Background: an optimization exercise with open tools, aiming at small area. Do not read the settings as production practice. Only simulation tests tie the RTL to the original design; equivalence was not proved. Power figures rest on the tool's default switching activity, not on a simulated workload.

==> flow/design.v <==
package mips_pkg;
  localparam int DATA_W_DEFAULT = 32;   
  localparam int ADDR_W_DEFAULT = 5;    
  localparam int unsigned REG_ZERO = 0;
endpackage
module regfile_read_port #(
  parameter int DATA_W = mips_pkg::DATA_W_DEFAULT,
  parameter int ADDR_W = mips_pkg::ADDR_W_DEFAULT
) (
  input  logic [ADDR_W-1:0] rd_idx,
  input  logic [(2**ADDR_W)*DATA_W-1:0] regs,   
  input  logic              wr_en,     
  input  logic [ADDR_W-1:0] wr_idx,
  input  logic [DATA_W-1:0] wr_data,
  output logic [DATA_W-1:0] rd_data
);
  logic unused_bypass;
  assign unused_bypass = ^{wr_en, wr_idx, wr_data};
  always_comb begin
    rd_data = regs[rd_idx*DATA_W +: DATA_W];
    if (rd_idx == ADDR_W'(mips_pkg::REG_ZERO)) begin
      rd_data = '0;
    end
  end
endmodule
module register_file #(
  parameter int DATA_W = mips_pkg::DATA_W_DEFAULT,
  parameter int ADDR_W = mips_pkg::ADDR_W_DEFAULT
) (
  input  logic              clk,
  input  logic              rst,
  input  logic              RegWrite,
  input  logic [ADDR_W-1:0] read_reg1,
  input  logic [ADDR_W-1:0] read_reg2,
  input  logic [ADDR_W-1:0] write_reg,
  input  logic [DATA_W-1:0] write_data,
  output logic [DATA_W-1:0] read_data1,
  output logic [DATA_W-1:0] read_data2
);
  localparam int NUM_REGS = 2**ADDR_W;
  logic [NUM_REGS-1:0][DATA_W-1:0] regs_q;   
  logic [NUM_REGS-1:0][DATA_W-1:0] regs_d;
  logic              wr_en;
  assign wr_en = RegWrite && !rst;
  always_comb begin
    regs_d = regs_q;
    if (wr_en && (write_reg != ADDR_W'(mips_pkg::REG_ZERO))) begin
      regs_d[write_reg] = write_data;
    end
    regs_d[mips_pkg::REG_ZERO] = '0;
  end
  always_ff @(posedge clk) begin
    if (rst) begin
      for (int i = 0; i < NUM_REGS; i++) begin
        regs_q[i] <= '0;
      end
    end else begin
      regs_q <= regs_d;
    end
  end
  regfile_read_port #(
    .DATA_W (DATA_W),
    .ADDR_W (ADDR_W)
  ) u_rd_port1 (
    .rd_idx  (read_reg1),
    .regs    (regs_q),
    .wr_en   (wr_en),
    .wr_idx  (write_reg),
    .wr_data (write_data),
    .rd_data (read_data1)
  );
  regfile_read_port #(
    .DATA_W (DATA_W),
    .ADDR_W (ADDR_W)
  ) u_rd_port2 (
    .rd_idx  (read_reg2),
    .regs    (regs_q),
    .wr_en   (wr_en),
    .wr_idx  (write_reg),
    .wr_data (write_data),
    .rd_data (read_data2)
  );
endmodule
==> flow/run.sh <==
#!/bin/bash
# synth_recipe.tcl (not shown) runs the flow's synth.tcl, then flattens the netlist and writes it again
# the make line also repeats each setting of config.mk as NAME=value (left out here)
make -C /OpenROAD-flow-scripts/flow DESIGN_CONFIG=/design/flow/config.mk WORK_HOME=/design/flow/orfs CLKGATE_MAP_FILE= SYNTH_SCRIPT=/design/flow/synth_recipe.tcl finish
==> flow/config.mk <==
export PLATFORM = sky130hd
export DESIGN_NAME = register_file
export DESIGN_NICKNAME = register_file
export VERILOG_FILES = /design/flow/design.v
export SDC_FILE = /design/flow/constraint.sdc
export NUM_CORES = 4
export LEC_CHECK = 0
export CAP_MARGIN = 20
export CORE_MARGIN = 2
export CORE_UTILIZATION = 40
export SLEW_MARGIN = 20
==> flow/constraint.sdc <==
create_clock -name core_clock -period 6.0 [get_ports {clk}]
set_input_delay 1.2000 -clock core_clock [delete_from_list [all_inputs] [get_ports {clk}]]
set_output_delay 1.2000 -clock core_clock [all_outputs]
set_load 0.01 [all_outputs]
==> run notes, run 1 <==
----------------------------------------------------
[Yosys]
  Portion of the post-synthesis area used by sequential elements ... 37.8%
  Number of cells produced by synthesis ... about 5000
  Share of the synthesized area in the top cell type ... between 30 and 40%
  Mean cell area of the mapped netlist ... roughly 11 sq um
  Net Count, Synth ... between 5000 and 6000
  Post-Syn Area ... ~53000 sq um
  Library cell with the largest summed area after synthesis ... sky130_fd_sc_hd__dfxtp_1
  Yosys synthesis warning count ... 2
  Flip-flop and latch count after synthesis ... a little under 1000
  Count of flip-flops with a built-in enable after synthesis ... 0
  Synth async-reset ratio ... 0%
  Most used flip-flop cell after synthesis ... sky130_fd_sc_hd__dfxtp_1
  Number of distinct library cells after synthesis ... 54
  Biggest area contributors in the synthesized netlist ... sky130_fd_sc_hd__dfxtp_1, sky130_fd_sc_hd__mux2i_1, sky130_fd_sc_hd__mux4_2

[STA]
  Period utilisation layout ... ~90%
  Fmax ... approximately 0.19 GHz
  Worst max-slew margin expressed relative to the limit ... between 10% and 20%
  Layout Skew ... 0 ps
  Min Tclk post-route ... around 5400 ps
  Accumulated negative setup slack ... 0 ps
  Setup repair after global routing missed its margin ... false
  Slew at the pin closest to its max-slew limit ... between 1000 and 1500 ps
  Final Max Tran Viols ... 0
  Fin. Hold Viols ... 0
  Final-report setup violation count ... 0

[Floorplanning]
  Starting density of the core ... approximately 40%
  Number of primary I/O pins ... between 100 and 150
  Die Span X ... 366 um
  Site Rows ... 133
  Core area ... 131000 sq um
  Die area ... 134000 sq um
  Floorplan die height ... 366 um

[CTS]
  Root buffer selected by CTS ... sky130_fd_sc_hd__clkbuf_16
  Number of levels in the clock H-tree ... 3
  Clock buffers created by TritonCTS ... roughly 110
  CTS Buffer Depth ... 3
  TritonCTS clock tree ... done
  Resize count post-CTS ... 0
  Worst skew pair latency ... between 700 and 800 ps
  Total setup buffers inserted after CTS ... 0
  # clock sinks ... between 900 and 1000
  CTS clk-pin slew, worst paths ... ~50 ps
  Post-CTS Hold Buffers ... 0

[Critical path]
  Sort of element at the start of the critical path ... primary input
  Type of the worst setup path ... in -> out
  Max stage delay on crit path ... ~600 ps
  Critical path cell sequence ... buf_8, buf_4, mux4_2, a22o_1, o21ai_0, o31ai_1, clkdlybuf4s50_1
  Peak fanout along the critical path ... 19
  Data required time at the worst endpoint ... 4800 ps
  Cell with the largest stage delay on the worst path ... sky130_fd_sc_hd__clkdlybuf4s50_1
  Critical path capture point type ... primary output
  Critical path data arrival time ... ~4200 ps

[Job]
  Max-cap violations ... 0

[Global route]
  Global-route wire length before repair ... between 200000 and 300000 um
  Via count of the first global-routing pass ... about 42000
  Initial antenna violation count ... 6
  Global-route congestion overflow total ... 0
  Pin count of the biggest net entering global routing ... ~150
  Overall Global Routing Usage ... between 20 and 30%

[Power and ir drop]
  Largest vdd supply drop ... between 0.2 and 0.25 mV
  Leakage ... around 26 nW
  Power Dens Cells ... around 260 nW/um^2

[Worst hold path]
  Type of the most critical hold path ... reg -> reg

[Route]
  Routed via count divided by cell count ... 6.50
  Pre-antenna DRT Iters ... 6
  Initial DRC Count ... 5426
  Wire length per cell ... between 30 and 40 um
  Total Routed Length ... around 200000 um
  Via count ... roughly 43000
  DRT antenna net count ... 0
  Remaining design rule violation count ... 0

[Finish]
  Ratio of cells with drive above 1 in the final layout ... between 20% and 30%
  Fill count ... 12200
  Largest registers ranked by flip-flop count ... regs_q (992)
  Area growth from synthesis to layout ... 13.1%
  Register containing the most flip-flops in the final layout ... regs_q
  FF+latch area ... around 20000 sq um
  Total number of nets in the final design ... 4855
  Max FFs per register ... between 900 and 1000
  Post-layout util ... 45.4%
  Number of standard cells in the final layout excluding fillers ... 6648
  Multi-input logic area ... 30300 sq um

[Run status]
  Run status ... timing/DRC/antenna clean

[Placement]
  PortBufs ... about 110
  Routability congestion estimate ... 0.860
  HPWL after DPL ... around 120000 um
  Cell count after placement ... approximately 6500

----------------------------------------------------
==> routing by layer <==
| layer | vias to the layer above | routed length (um) | global-route usage (%) |
|---|---|---|---|
| met4 | 2 | 10900 | 14.1 |
| met5 | - | 13 | 0 |
| met1 | 21900 | 81300 | 39.1 |
| met3 | 573 | 20500 | 6.71 |
| li1 | 18200 | - | - |
| met2 | 2471 | 87100 | 43.4 |
==> worst max-delay path, delay by kind of cell <==
kind            cells  cell delay (ps)
buf+inv             3             1290
mux                 1              540
compound gates      3             1100
==> kinds of logic after synthesis <==
group | Yosys count | synth area share, %
compound gates | 561 | 8.64
fa+ha+maj | 2 | 0.0476
buf+inv | 603 | 5.17
xor+xnor | 1 | 0.0167
simple gates | 1346 | 11.8
mux | 1465 | 36.6
flops | 992 | 37.8
==> path summary, 6_finish.rpt <==
path                            start                        to  slack (ps)  depth (start not counted)
max                      read_reg2[0]            read_data2[24]         600                          7
min          regs_q[740]$_SDFFE_PP0P_  regs_q[740]$_SDFFE_PP0P_         470                          2
max reg2reg  regs_q[825]$_SDFFE_PP0P_  regs_q[825]$_SDFFE_PP0P_        5280                          2
min reg2reg  regs_q[740]$_SDFFE_PP0P_  regs_q[740]$_SDFFE_PP0P_         470                          2
==> power by group <==
part           switching, W  internal (W)
Sequential        0.0000242       0.00662
Combinational       0.00106      0.000442
Clock               0.00292       0.00429
Total               0.00401        0.0114
==> cell usage after synthesis, types with 43 or more instances <==
library cell	n
sky130_fd_sc_hd__mux2i_1	985
sky130_fd_sc_hd__nand4_1	70
sky130_fd_sc_hd__mux2_2	128
sky130_fd_sc_hd__o21ai_0	62
sky130_fd_sc_hd__a31o_2	179
sky130_fd_sc_hd__clkbuf_1	413
sky130_fd_sc_hd__nand3_1	43
sky130_fd_sc_hd__a22o_1	96
sky130_fd_sc_hd__mux4_2	352
sky130_fd_sc_hd__nand2_1	922
sky130_fd_sc_hd__buf_2	94
sky130_fd_sc_hd__dfxtp_1	992
sky130_fd_sc_hd__nor4_1	200
==> cell type report <==
type / instances / area share (%)
clock buffers: 144 / 5.07
well taps: 1755 / 3.69
flip-flops and latches: 992 / 33.4
inverters: 5 / 0.0442
diodes: 2 / 0.00842
repair buffers: 324 / 5.54
clock inverters: 51 / 1.28
multi-input cells: 3375 / 51.0
==> metrics by stage <==
step	worst slack [ps]	area, sq um	hold slack, ps	total power, W
final	602	59500	470	0.0154
after global routing	637	59500	480	0.0157
after CTS	706	59500	470	0.0154
after detailed placement	714	55700	459	0.00825
after global placement	723	55700	453	0.00824
after floorplan	1870	52600	441	0.00761
==> placed cells by master (no fill, tap or decap), drive strengths merged, types with 79 or more instances in the layout <==
cell type,instances
a22o,96
a31o,200
buf,218
clkbuf,145
clkdlybuf4s50,105
dfxtp,992
mux2,128
mux2i,985
mux4,352
nand2,922
nand4,79
nor4,201
==> run 2: changes to the inputs <==
==> flow/design.v (replaced) <==
package mips_pkg;
  localparam int DATA_W_DEFAULT = 32;   
  localparam int ADDR_W_DEFAULT = 5;    
  localparam int unsigned REG_ZERO = 0;
endpackage
module regfile_read_port #(
  parameter int DATA_W = mips_pkg::DATA_W_DEFAULT,
  parameter int ADDR_W = mips_pkg::ADDR_W_DEFAULT
) (
  input  logic [ADDR_W-1:0] rd_idx,
  input  logic [(2**ADDR_W)*DATA_W-1:0] regs,   
  output logic [DATA_W-1:0] rd_data
);
  localparam int NUM_REGS = 2**ADDR_W;
  always_comb begin
    rd_data = '0;
    for (int r = 1; r < NUM_REGS; r++) begin
      rd_data = rd_data | ({DATA_W{rd_idx == ADDR_W'(r)}} & regs[r*DATA_W +: DATA_W]);
    end
  end
endmodule
module register_file #(
  parameter int DATA_W = mips_pkg::DATA_W_DEFAULT,
  parameter int ADDR_W = mips_pkg::ADDR_W_DEFAULT
) (
  input  logic              clk,
  input  logic              rst,
  input  logic              RegWrite,
  input  logic [ADDR_W-1:0] read_reg1,
  input  logic [ADDR_W-1:0] read_reg2,
  input  logic [ADDR_W-1:0] write_reg,
  input  logic [DATA_W-1:0] write_data,
  output logic [DATA_W-1:0] read_data1,
  output logic [DATA_W-1:0] read_data2
);
  localparam int NUM_REGS = 2**ADDR_W;
  logic [NUM_REGS-1:0][DATA_W-1:0] regs_q;
  logic [NUM_REGS-1:1]             row_en;    
  logic [DATA_W-1:0]               wdata;     
  assign wdata = write_data & {DATA_W{~rst}};
  always_comb begin
    for (int r = 1; r < NUM_REGS; r++) begin
      row_en[r] = rst | (RegWrite && (write_reg == ADDR_W'(r)));
    end
  end
  assign regs_q[0] = '0;
  for (genvar r = 1; r < NUM_REGS; r++) begin : g_row
    always_ff @(posedge clk) begin
      regs_q[r] <= (regs_q[r] & {DATA_W{~row_en[r]}}) | (wdata & {DATA_W{row_en[r]}});
    end
  end
  regfile_read_port #(
    .DATA_W (DATA_W),
    .ADDR_W (ADDR_W)
  ) u_rd_port1 (
    .rd_idx  (read_reg1),
    .regs    (regs_q),
    .rd_data (read_data1)
  );
  regfile_read_port #(
    .DATA_W (DATA_W),
    .ADDR_W (ADDR_W)
  ) u_rd_port2 (
    .rd_idx  (read_reg2),
    .regs    (regs_q),
    .rd_data (read_data2)
  );
endmodule
==> run notes, run 2 <==
----------------------------------------------------
[STA]
  Min Tclk post-route ... 6160 ps (+765 ps)
  Fin. Hold Viols ... 0 (unchanged)
  Worst max-slew margin expressed relative to the limit ... 14.7% (-3.9 points)
  Final-report setup violation count ... 18 (+18)
  WHS ... 1330 ps (+863 ps)
  Period utilisation layout ... 103% (+13 points)
  Post-layout worst setup margin ... -164 ps (-765 ps)
  Setup repair after global routing missed its margin ... true
  Final Max Tran Viols ... 0 (unchanged)
  Slew at the pin closest to its max-slew limit ... 1280 ps (+57.9 ps)
  Fmax ... 0.162 GHz (-12%)

[Yosys]
  Flip-flop and latch count after synthesis ... 992 (unchanged)
  Share of the synthesized area in the top cell type ... 69.0% (+31 points)
  Portion of the post-synthesis area used by sequential elements ... 69.0% (+31 points)
  Count of flip-flops with a built-in enable after synthesis ... 992 (+992)
  Post-Syn Area ... 43200 sq um (-18%)
  Ranking of synthesized cells by instance count ... sky130_fd_sc_hd__edfxtp_1, sky130_fd_sc_hd__a22oi_1, sky130_fd_sc_hd__and3_1, sky130_fd_sc_hd__clkbuf_1, sky130_fd_sc_hd__nand3_1
  Biggest area contributors in the synthesized netlist ... sky130_fd_sc_hd__edfxtp_1, sky130_fd_sc_hd__a22oi_1, sky130_fd_sc_hd__and3_1
  Net Count, Synth ... 3084 (-39%)
  Number of distinct library cells after synthesis ... 63 (+17%)
  Most frequent cell after synthesis ... sky130_fd_sc_hd__edfxtp_1
  Synth async-reset ratio ... 0% (unchanged)
  Library cell with the largest summed area after synthesis ... sky130_fd_sc_hd__edfxtp_1
  Most used flip-flop cell after synthesis ... sky130_fd_sc_hd__edfxtp_1
  Number of cells produced by synthesis ... 3034 (-39%)
  Yosys synthesis warning count ... 2 (unchanged)
  Mean cell area of the mapped netlist ... 14.2 sq um (+35%)

[Power and ir drop]
  Largest vdd supply drop ... 0.227 mV (+4.5%)
  Total power of the final layout ... 0.0170 W (+11%)
  Leakage ... 18.3 nW (-29%)
  Power Dens Cells ... 330 nW/um^2 (+28%)

[Floorplanning]
  Number of primary I/O pins ... 114 (unchanged)
  Core area ... 107000 sq um (-18%)
  Site Rows ... 120 (-9.8%)
  Floorplan die height ... 333 um (-9.3%)
  Die Span X ... 333 um (-9.3%)
  Starting density of the core ... 40.3% (+0.19 points)
  Die area ... 111000 sq um (-18%)

[Finish]
  Total number of nets in the final design ... 3317 (-32%)
  Commonest non-fill, non-tap cell in the layout ... sky130_fd_sc_hd__edfxtp_1
  Ratio of cells with drive above 1 in the final layout ... 16.5% (-6.3 points)
  Most frequent cells in the layout ... sky130_fd_sc_hd__edfxtp_1, sky130_fd_sc_hd__a22oi_1, sky130_fd_sc_hd__and3_1
  Area growth from synthesis to layout ... 19.6%

[Job]
  Max-cap violations ... 0 (unchanged)

[Route]
  Initial DRC Count ... 8042 (+48%)
  Remaining design rule violation count ... 0 (unchanged)
  DRT antenna net count ... 0 (unchanged)
  Routed via count divided by cell count ... 7.63 (+17%)
  Wire length per cell ... 44.9 um (+49%)
  Total Routed Length ... 214000 um (+7.0%)
  Via count ... 36400 (-16%)
  Pre-antenna DRT Iters ... 9 (+3)

[Critical path]
  Data required time at the worst endpoint ... 4800 ps (about the same)
  Cell depth of the worst setup path ... 8 (+1)
  Critical path cell sequence ... clkdlybuf4s50_1, nor2b_4, and2_2, buf_12, a22oi_1, nand3_1, or4_1, clkdlybuf4s50_1
  Sort of element at the start of the critical path ... primary input
  Worst setup path startpoint ... read_reg1[1]
  Critical path's most frequent cell ... sky130_fd_sc_hd__clkdlybuf4s50_1
  Crit path capture ... read_data1[29]
  Cell with the largest stage delay on the worst path ... sky130_fd_sc_hd__nor2b_4
  Type of the worst setup path ... in -> out
  Critical path data arrival time ... 4960 ps (+760 ps)
  Top cell family by delay on the critical path ... simple AND/OR/NAND/NOR gates
  Max stage delay on crit path ... 980 ps (+370 ps)
  Critical path capture point type ... primary output
  CP Buf/Inv Count ... 3 (unchanged)
  Peak fanout along the critical path ... 29 (+10)

[Global route]
  Initial antenna violation count ... 18 (+12)
  Pin count of the biggest net entering global routing ... 43 (-71%)
  Overall Global Routing Usage ... 37.5% (+8.5 points)
  Via count of the first global-routing pass ... 34200 (-19%)
  Global-route congestion overflow total ... 0 (unchanged)
  Global-route wire length before repair ... 284000 um (-2.8%)

[Placement]
  PortBufs ... 113 (unchanged)
  DP Worst Slack ... -66.0 ps (-780 ps)
  HPWL after DPL ... 130000 um (+11%)
  Routability congestion estimate ... 0.998 (+16%)

[Run status]
  Reasons for failing layout checks ... negative setup slack
  Run status ... complete, but fails checks

[CTS]
  TritonCTS clock tree ... done
  Number of levels in the clock H-tree ... 3 (unchanged)
  CTS Buffer Depth ... 3 (unchanged)
  Post-CTS Hold Buffers ... 0 (unchanged)
  # clock sinks ... 992 (unchanged)
  Clock buffers created by TritonCTS ... 106 (+0.95%)
  Total setup buffers inserted after CTS ... 0 (unchanged)
  CTS clk-pin slew, worst paths ... 50 ps (about the same)
  Root buffer selected by CTS ... sky130_fd_sc_hd__clkbuf_16

[Worst hold path]
  Type of the most critical hold path ... in -> reg

----------------------------------------------------
-- run 2: where the power goes --
part,total [W],switching [W],internal (W)
registers,0.00868,0.000367,0.00831
logic,0.00157,0.00108,0.000486
clock network,0.00680,0.00286,0.00395
-- run 2: how the worst min path moves through the flow --
stage               cells after the start   end           start
finish                                  2  flop  write_data[17]
global route                            2  flop  write_data[16]
CTS                                     2  flop  write_data[12]
detailed placement                      2  flop  write_data[12]
global placement                        3  flop  write_data[21]
floorplan                               1  flop             rst
-- run 2: timing repair --
item                       4_1_cts  5_1_grt
resized for setup                2        6
pin swaps                        0        0
setup endpoints to repair        2       16
-- run 2: stage by stage --
step / util (%) / TNS [ps] / instances / area (sq um)
after floorplan: - / 0 / 3034 / 43200
after global placement: 44.8 / -99.3 / 4559 / 47900
after detailed placement: 44.8 / -69.4 / 4560 / 48000
after CTS: 48.1 / 0 / 4756 / 51500
after global routing: 48.2 / -11.8 / 4760 / 51600
final: 48.2 / -978 / 4768 / 51600
-- run 2: cells by family (layout without fill, tap and decap cells) --
kind of cell    Yosys count  count (layout)  synth area share [%]
flops                   992             992                  69.0
compound gates          886             886                  15.9
simple gates            883             883                  12.2
buf+inv                 263             584                  2.66
mux                      10              10                 0.243
other cells               0              10                     0
-- run 2: area by class of cell --
cell class	count	area (sq um)
inverter	4	15.0
sequential	992	29800
fill	9109	55400
clock buffer	125	2790
tap	1403	1760
multi-input combinational	1779	12800
antenna	10	25.0
clock inverter	71	734
timing repair buffer	384	3690
-- run 2: layer usage --
metal / up-vias / global-route usage (%) / wire length [um]
met5: - / 0.521 / 127
met4: 10 / 21.3 / 13400
met3: 839 / 12.0 / 34400
met2: 4108 / 53.9 / 90200
met1: 18100 / 49.9 / 75700
li1: 13300 / - / -

re-timing with driven ports:
No port has a modelled driver above. Below, the same layouts with a new extraction and two added sets of constraints.
Step 1: set_driving_cell puts a clkbuf_16 on clk and a buf_2 on each other input, an assumption about the parent block.
Step 2, shift: input delay + t, output delay - t, t = (earliest + latest rising clock arrival at the registers) / 2. This alone moves slack from input paths to output paths.
Slacks: no drivers / after step 1 / after step 2; pairs: no drivers / after step 1.
run | t (ns) | setup WS [ns] | latest minus earliest clock arrival (ns) | worst data-port slew with drivers (ns)
run 1 | 0.793 | 0.602 / 0.552 / 0.552 | 0.022 / 0.022 | 0.13
run 2 | 0.760 | -0.164 / -0.190 / -0.190 | 0.036 / 0.036 | 0.06
For run 1, which loses most, drivers alone change the setup slack by -0.050 ns; drivers and shift together by -0.050 ns.
